What follows belongs to an exercise in optimizing a design on an open flow for small area; a production flow would make more cautious choices.
In this exercise RTL edits were held to simulation tests only and were not proved equivalent to the original.
Power and IR drop assume default switching activity.

## bp_gshare_predictor
module bp_gshare_predictor (
    input  logic       clk,
    input  logic       rst_b,
    input  logic       pred_valid,
    input  logic [9:2] pred_addr,
    output logic       pred_resp_valid,
    output logic       pred_taken,
    output logic [7:0] pred_index,
    input  logic       upd_valid,
    input  logic [7:0] upd_index,
    input  logic       upd_taken,
    input  logic       upd_pred,
    output logic [7:0] ghr,
    output logic [15:0] miss_count
);
    logic [7:0]  r_ghr;
    logic [15:0] r_miss;
    logic        r_resp_valid;
    logic        r_taken;
    logic [7:0]  r_index;
    logic [7:0]  w_pred_idx;
    logic        w_pred_taken;
    assign w_pred_idx = pred_addr ^ r_ghr;
    bp_counter_table u_table (
        .clk        (clk),
        .rst_b      (rst_b),
        .i_rd_idx   (w_pred_idx),
        .o_rd_taken (w_pred_taken),
        .i_wr_en    (upd_valid),
        .i_wr_idx   (upd_index),
        .i_wr_taken (upd_taken)
    );
    logic       w_pv_n, w_uv_n;
    logic       w_taken_d;
    logic [7:0] w_index_d;
    logic [7:0] w_ghr_d;
    assign w_pv_n = ~pred_valid;
    assign w_uv_n = ~upd_valid;
    bp_ao22 u_taken_d (.i_a1(pred_valid), .i_a2(w_pred_taken), .i_b1(w_pv_n), .i_b2(r_taken), .o_y(w_taken_d));
    for (genvar k = 0; k < 8; k++) begin : g_hold
  ...
clock: 8.0 ns
lec_check: 0
cap_margin: 0
core_margin: 2
core_utilization: 72
slew_margin: 0
synth_hierarchical: 1
standard.sh (not shown) runs the stock make flow with config.mk's settings and CLKGATE_MAP_FILE= SYNTH_SCRIPT=/design/flow/synth_recipe.tcl, a recipe that flattens the netlist after the stock synthesis.
==> flow/flow/run.sh <==
#!/bin/bash
# Own layout flow: the standard synthesis script, except that ABC maps the
# combinational logic with an area-oriented script (flow/area.abc) instead of
# ORFS's delay-oriented one. Registers, their names and cell types are those
# of the standard synthesis (flip-flops are mapped before ABC runs, and ABC
# does not touch them). Then the standard layout from floorplan to finish,
# with a leaner clock tree (no dummy loads) and small port buffers.
# Every tool writes its full output to a log file in the work folder.
set -euo pipefail
W=$PWD
export MY_ABC_SCRIPT=$W/flow/area.abc
cat > $W/flow_synth.tcl <<'EOT'
proc abc {args} {
  set i [lsearch -exact $args -script]
  if {$i >= 0} { set args [lreplace $args $i [expr {$i+1}] -script $::env(MY_ABC_SCRIPT)] }
  yosys abc {*}$args
}
EOT
echo "source $W/synth_recipe.tcl" >> $W/flow_synth.tcl
source $W/flow/knobs.sh
bash standard.sh SYNTH_SCRIPT=$W/flow_synth.tcl synth > $W/flow_1_synth.log 2>&1
bash standard.sh SYNTH_SCRIPT=$W/flow_synth.tcl "${KNOBS[@]}" finish > $W/flow_2_layout.log 2>&1
==> flow/flow/area.abc <==
&get -n
&st
&dch
&nf -R 1000
&put
==> flow/flow/knobs.sh <==
KNOBS=(
  "CTS_ARGS=-sink_clustering_enable -repair_clock_nets -dont_use_dummy_load -sink_clustering_size 16 -sink_clustering_max_diameter 80 -sink_clustering_buffer sky130_fd_sc_hd__clkbuf_8 -buf_list sky130_fd_sc_hd__clkbuf_4"
  "BUFFER_PORTS_ARGS=-buffer_cell sky130_fd_sc_hd__buf_1"
)
Next try:
CORE_UTILIZATION = 62   (was 72)
=>
- The new run ran to the end with violations: capacitance limit, slew limit
- setup slack gains 0.50 ns
- power barely changes
- routed wire length grows by 3.2%
- sequential share of layout area shrinks by 0.52 points
- cell count grows by 3.1%
- area after synthesis stays the same
- clock skew is about the same
- die area grows by 16%
- core utilization shrinks by 11 points

========
Starting RTL as in the previous note.
clock: 8.0 ns
lec_check: 0
cap_margin: 0
core_margin: 2
core_utilization: 50
slew_margin: 0
synth_hierarchical: 1
Scripts as last shown in full above: flow/flow/run.sh, flow/flow/area.abc, flow/flow/knobs.sh
Then changed:
Settings changed: CORE_UTILIZATION 50 to 78.
What happened: This time the run completed, yet does not pass: max-capacitance violations, max-slew violations. Setup slack degrades by 0.50 ns. Sequential share of layout area goes up by 1.1 points. Via count goes up by 7.0%. Global-route usage goes up by 15 points. Combinational power goes down by about 3%. Power goes down by 1.5%.

re-timing with driven ports:
In the flow no input, the clock included, has a driving cell. The finished layouts below were timed again as built, in two steps. Step 1 sets driving cells, clkbuf_16 on the clock port and buf_2 on the other inputs (assumed; they add their load-dependent delay and slew). Step 2 moves the port delays by t, midway between the first and last clock arrival at a register: inputs arrive t later, outputs are due t later. That takes back most of the time a late clock gives input paths. Slacks: ideal / step 1 / step 2; pairs: ideal / step 1.
run | t, ns | setup slack, ns | worst register clock-pin slew, ns | pins driven straight from the clock port
the first run of note 1 | 0.781 | 1.427 / 1.439 / 0.658 | 0.11 / 0.11 | 1
the second run of note 1 | 0.819 | 1.924 / 1.937 / 1.119 | 0.11 / 0.11 | 1
the first run of note 2 | 0.863 | 2.169 / 2.181 / 1.318 | 0.11 / 0.11 | 1
the second run of note 2 | 0.810 | 1.664 / 1.686 / 0.875 | 0.11 / 0.11 | 1
For the first run of note 2, which loses most, drivers alone change the setup slack by +0.012 ns; drivers and shift together by -0.851 ns.
